Source: an optimization exercise on an open RTL-to-GDS flow (aim: a short achievable clock period and few clock cycles). Production flows keep margins and buffers that such runs may drop.
In this exercise RTL edits were held to simulation tests only and were not proved equivalent to the original.
Power figures rest on the tool's default switching activity, not on a simulated workload.

==> v23 <==
==> flow/design.v (excerpt) <==
module cpu_top (
    input  logic                   clk,
    input  logic                   rst_n,
    input  logic [32-1:0]   doa,
    input  logic [32-1:0]   dob,
    output logic [16-1:0] addra,
    output logic [16-1:0] addrb,
    output logic [4-1:0]   web,
    output logic [32-1:0]   dib
);
==> flow/config.mk <==
export PLATFORM = sky130hd
export DESIGN_NAME = cpu_top
export DESIGN_NICKNAME = cpu_top
export VERILOG_FILES = /design/flow/design.v
export SDC_FILE = /design/flow/constraint.sdc
export NUM_CORES = 4
export LEC_CHECK = 0
export CAP_MARGIN = 20
export CORE_MARGIN = 2
export CORE_UTILIZATION = 30
export SETUP_SLACK_MARGIN = 5
export SLEW_MARGIN = 20
==> flow/constraint.sdc <==
create_clock -name core_clock -period 8.5 [get_ports {clk}]
set_input_delay 1.7000 -clock core_clock [delete_from_list [all_inputs] [get_ports {clk}]]
set_output_delay 1.7000 -clock core_clock [all_outputs]
set_load 0.01 [all_outputs]
run.sh (not shown) runs the stock make flow with config.mk's settings and CLKGATE_MAP_FILE= SYNTH_SCRIPT=/design/flow/synth_recipe.tcl, a recipe that flattens the netlist after the stock synthesis.
==> inputs of v35, as changes to v23 <==
--- a/flow/design.v
+++ b/flow/design.v
@@ -160,14 +160,46 @@
             rs1_data = rs1_data | ({32{rs1_oh[i]}} & regs[i]);
             rs2_data = rs2_data | ({32{rs2_oh[i]}} & regs[i]);
         end
     end
 endmodule
 `timescale 1ns/10ps
+module ling_add #(
+    parameter int W = 32,
+    parameter int L = 5      
+) (
+    input  logic [W-1:0] a,
+    input  logic [W-1:0] b,
+    input  logic         cin,
+    output logic [W-1:0] s
+);
+    logic [W-1:0] g, t, p;
+    logic [W-1:0] h [0:L];
+    logic [W-1:0] q [0:L];
+    assign g = a & b;
+    assign t = a | b;
+    assign p = a ^ b;
+    assign h[0] = {g[W-1:1], g[0] | cin};
+    assign q[0] = {t[W-2:0], 1'b0};
+    for (genvar l = 0; l < L; l++) begin : lvl
+        for (genvar i = 0; i < W; i++) begin : bit_
+            if (i >= (1 << l)) begin : comb
+                assign h[l+1][i] = h[l][i] | (q[l][i] & h[l][i-(1<<l)]);
+                assign q[l+1][i] = q[l][i] & q[l][i-(1<<l)];
+            end else begin : pass
+                assign h[l+1][i] = h[l][i];
+                assign q[l+1][i] = q[l][i];
+            end
+        end
+    end
+    assign s = p ^ {t[W-2:0] & h[L][W-2:0], cin};
+endmodule
 module alu (
     input  logic                 arith,
+    input  logic [4:0]           shl_amt,
+    input  logic [4:0]           shr_amt,
     input  logic [32-1:0] a,
     input  logic [32-1:0] b,
     output logic [32-1:0] add_v,
     output logic [32-1:0] sub_v,
     output logic [32-1:0] and_v,
     output logic [32-1:0] or_v,
@@ -175,22 +207,20 @@
     output logic [32-1:0] sll,
     output logic [32-1:0] sr,
     input  logic                 sel_slt,
     input  logic                 sel_sltu,
     output logic                 lt
 );
-    logic [4:0] shamt;
-    assign shamt = b[4:0];
-    assign add_v = a + b;
-    assign sub_v = a - b;
+    ling_add #(.W(32), .L(5)) i_add (.a(a), .b(b),  .cin(1'b0), .s(add_v));
+    ling_add #(.W(32), .L(5)) i_sub (.a(a), .b(~b), .cin(1'b1), .s(sub_v));
     assign and_v = a & b;
     assign or_v  = a | b;
     assign xor_v = a ^ b;
-    assign sll   = a << shamt;
     assign lt    = (sel_slt | sel_sltu) & ((a[31] ^ b[31]) ? (sel_slt ? a[31] : b[31]) : sub_v[31]);
-    assign sr    = 32'($signed({arith & a[31], a}) >>> shamt);
+    assign sll   = a << shl_amt;
+    assign sr    = 32'($signed({arith & a[31], a}) >>> shr_amt);
 endmodule
 `timescale 1ns/10ps
 module hazard_unit (
     input  logic                   clk,
     input  logic                   rst_n,
     input  logic [5-1:0] id_rs1,
@@ -296,16 +326,18 @@
             f2   <= nf;
             c_r  <= nf[6:0] == 7'b0110011;
             c_i  <= nf[6:0] == 7'b0010011;
             c_l  <= nf[6:0] == 7'b0000011;
             c_s  <= nf[6:0] == 7'b0100011;
             rs1z <= nf_rs1 == '0;
-            for (int i = 0; i < NR; i++) begin
-                oh1[i] <= i != 0 && nf_rs1 == AW'(i);
-                oh2[i] <= i != 0 && nf_rs2 == AW'(i);
-            end
+        end
+    end
+    always_ff @(posedge clk) begin
+        for (int i = 0; i < NR; i++) begin
+            oh1[i] <= i != 0 && (stall ? f2[19:15] : nf_rs1) == AW'(i);
+            oh2[i] <= i != 0 && (stall ? f2[24:20] : nf_rs2) == AW'(i);
         end
     end
     logic          is_r, is_i, is_l, is_s;
     logic [AW-1:0] rd;
     logic [2:0]    f3;
     logic          wr;
@@ -359,20 +391,21 @@
         .rs2_data (rf2)
     );
     assign fv1 = m1 ? v_m : (w1 ? v_w : rf1);
     assign fv2 = m2 ? v_m : (w2 ? v_w : rf2);
     logic ex_fast;    
     logic haz1, haz2;
-    logic early_l, early_s, early, no_conf, st_rdy_d;
+    logic early_l, early_s, early, no_conf, st_rdy_d, rs1_rdy_d;
     assign ex_fast = ex_alu;
     assign haz1 = e1 ? !ex_fast : (m1 && m_ldn);
     assign haz2 = e2 ? !ex_fast : (m2 && m_ldn);
     assign no_conf  = !ex_memn;
-    assign st_rdy_d = !e2 && !(m2 && m_ldn);
-    assign early_l  = is_l && rs1z && no_conf;
-    assign early_s  = is_s && rs1z && no_conf && st_rdy_d;
+    assign st_rdy_d  = !e2 && !(m2 && m_ldn);
+    assign rs1_rdy_d = rs1z;
+    assign early_l  = is_l && rs1_rdy_d && no_conf;
+    assign early_s  = is_s && rs1_rdy_d && no_conf && st_rdy_d;
     assign early    = early_l || early_s;
     assign stall = ((is_r || is_i || is_l || is_s) && haz1)
                 || (is_r && haz2)
                 || (is_s && !early_s && e2 && ex_ldn);
     assign go    = dv && !stall;
     always_ff @(posedge clk) begin
@@ -409,12 +442,14 @@
     logic [XL-1:0]          s_add, s_sub, s_and, s_or, s_xor, s_sll, s_sr;
     logic [XL-1:0]          res, sdata;
     logic                   s_lt;
     logic [16-1:0] addr_sum;
     alu i_alu (
         .arith (ex_arith),
+        .shl_amt (ex_shl),
+        .shr_amt (ex_shr),
         .a     (ex_a),
         .b     (ex_b),
         .add_v (s_add),
         .sub_v (s_sub),
         .and_v (s_and),
         .or_v  (s_or),
@@ -422,12 +457,24 @@
         .sll   (s_sll),
         .sr    (s_sr),
         .sel_slt  (ex_slt),
         .sel_sltu (ex_sltu),
         .lt       (s_lt)
     );
+    function automatic logic [XL-1:0] pick2(input logic take, input logic keep,
+                                            input logic [XL-1:0] other);
+        pick2 = ({XL{take & ex_add}} & s_add)
+              | ({XL{take & ex_sub}} & s_sub)
+              | ({XL{take & ex_and}} & s_and)
+              | ({XL{take & ex_or}}  & s_or)
+              | ({XL{take & ex_xor}} & s_xor)
+              | ({XL{take & ex_sll}} & s_sll)
+              | ({XL{take & ex_sr}}  & s_sr)
+              | {{(XL-1){1'b0}}, take & s_lt}
+              | ({XL{keep}} & other);
+    endfunction
     function automatic logic [XL-1:0] pick(input logic take, input logic [XL-1:0] other);
         pick = ({XL{take & ex_add}} & s_add)
              | ({XL{take & ex_sub}} & s_sub)
              | ({XL{take & ex_and}} & s_and)
              | ({XL{take & ex_or}}  & s_or)
              | ({XL{take & ex_xor}} & s_xor)
@@ -435,22 +482,38 @@
              | ({XL{take & ex_sr}}  & s_sr)
              | {{(XL-1){1'b0}}, take & s_lt}
              | ({XL{!take}} & other);
     endfunction
     assign res = pick(1'b1, '0);
     logic lb_a, lb_b, lb_s;
+    logic d_sll, d_sr;
+    logic [4:0] ex_shl, ex_shr;
+    assign d_sll = f3 == 3'b001;
+    assign d_sr  = f3 == 3'b101;
+    logic [XL-1:0] shl_nx, shr_nx;
+    assign shl_nx = pick2(lb_b && d_sll, !lb_b && d_sll, is_r ? fv2 : imm_i);
+    assign shr_nx = pick2(lb_b && d_sr,  !lb_b && d_sr,  is_r ? fv2 : imm_i);
     assign lb_a = e1 && ex_fast;
     assign lb_b = is_r && e2 && ex_fast;
     assign lb_s = e2 && ex_fast;
     always_ff @(posedge clk) begin
         r_q  <= res;
         ex_a <= pick(lb_a, fv1);
         ex_b <= pick(lb_b, is_r ? fv2 : (is_s ? imm_s : imm_i));
+        ex_shl <= shl_nx[4:0];
+        ex_shr <= shr_nx[4:0];
         ex_s <= pick(lb_s, fv2);
     end
-    assign addr_sum = ex_a[16-1:0] + ex_b[16-1:0];
+    ling_add #(.W(16), .L(4)) i_addr_add (
+        .a   (ex_a[16-1:0]),
+        .b   (ex_b[16-1:0]),
+        .cin (1'b0),
+        .s   (addr_sum)
+    );
+    logic [16-1:0] agu_sum;
+    assign agu_sum = is_s ? imm_s[16-1:0] : imm_i[16-1:0];
     assign sdata    = ex_sel_s_dob ? dob : ex_s;
     logic                   web_q;
     logic [16-1:0] addrb_q;
     logic [XL-1:0]          dib_q;
     always_ff @(posedge clk) begin
         if (!rst_n) begin
@@ -462,14 +525,14 @@
         end
     end
     always_ff @(posedge clk) begin
         if (ex_memn) begin
             addrb_q <= addr_sum;
             dib_q   <= sdata;
-        end else if (go && early) begin
-            addrb_q <= is_s ? imm_s[16-1:0] : imm_i[16-1:0];
+        end else begin
+            addrb_q <= agu_sum;
             dib_q   <= fv2;
         end
     end
     assign addrb = addrb_q;
     assign web   = {4{web_q}};
     assign dib   = dib_q;
==> flow/flow/run.sh (new file) <==
#!/bin/bash
set -euo pipefail
bash standard.sh SETUP_SLACK_MARGIN=5.6 finish > standard_make.log 2>&1
==> flow/standard.sh (new file) <==
#!/bin/bash
# synth_recipe.tcl (not shown) runs the flow's synth.tcl, then flattens the netlist and writes it again
# the make line also repeats each setting of config.mk as NAME=value (left out here)
make -C /OpenROAD-flow-scripts/flow DESIGN_CONFIG=/design/flow/config.mk WORK_HOME=/design/flow/orfs CLKGATE_MAP_FILE= SYNTH_SCRIPT=/design/flow/synth_recipe.tcl "${@:-finish}"
- CORE_UTILIZATION: 30 -> 40
- SETUP_SLACK_MARGIN: 5 -> unset
removed: flow/run.sh
==> comparison <==
Clock power: v35 is larger than v23 (about 0.7%). Worst setup slack: v23 is worse than v35 (0.28 ns). In v35 the total power is larger than in v23, by about 0.5%. Of v35 and v23, v35 has the higher non-clock buffer count (gap 138). Against v23, the synthesized cell count of v35 is larger by about 0.5%.
==> figures <==
Status: v35 no timing/DRC/antenna violations; v23 no timing/DRC/antenna violations
Initial antenna violation count: v35 29; v23 23
Cell area after layout: v35 84060 um2; v23 81300 um2
Fraction of the cycle the final worst path needs: v35 39.41%; v23 42.73%
Maximum achievable frequency: v35 298.6 MHz; v23 275.3 MHz
Number of warnings printed during yosys synthesis: v35 9; v23 3
Number of clock sinks: v35 1409; v23 1394
HPWL after detailed placement: v35 211800 um; v23 214200 um
Simple logic cell fraction of the synthesized area: v35 11.84%; v23 11.77%
Wire length of the first global-routing pass: v35 510800 um; v23 491000 um
Core area: v35 174000 um2; v23 232800 um2
Testbench counts of v23, summed over its fixed seeds: cycles 17,015.
Testbench counts of v35, summed over its fixed seeds: cycles 17,015.

[what the ideal ports hide]
How much do the figures lean on ideal ports? The routed layouts below were timed once more, with nothing changed but the port constraints.
Step 1 sets driving cells, clkbuf_16 on the clock port and buf_2 on the other inputs (assumed; they add their load-dependent delay and slew).
Step 2 adds t to the input delays and takes it off the output delays; t is the mean of the earliest and latest rising clock arrival at the registers after step 1. Input paths then give back, and output paths get back, about the clock's delay inside the block.
Three values: ideal ports, drivers, drivers and shift; two values: the first two.
| run | shift t [ns] | slack for setup (ns) | hold slack, ns | worst setup path after step 2 | clock arrival spread, ns |
|---|---|---|---|---|---|
| v23 | 0.914 | 4.868 / 4.868 / 4.252 | 0.384 / 0.384 / 0.384 | input to register | 0.054 / 0.054 |
| v35 | 0.926 | 5.151 / 5.151 / 4.421 | 0.396 / 0.396 / 0.396 | input to register | 0.045 / 0.045 |
After both steps setup and hold are still met in every run listed. For v35, which loses most, drivers alone change the setup slack by 0.000 ns; drivers and shift together by -0.730 ns.
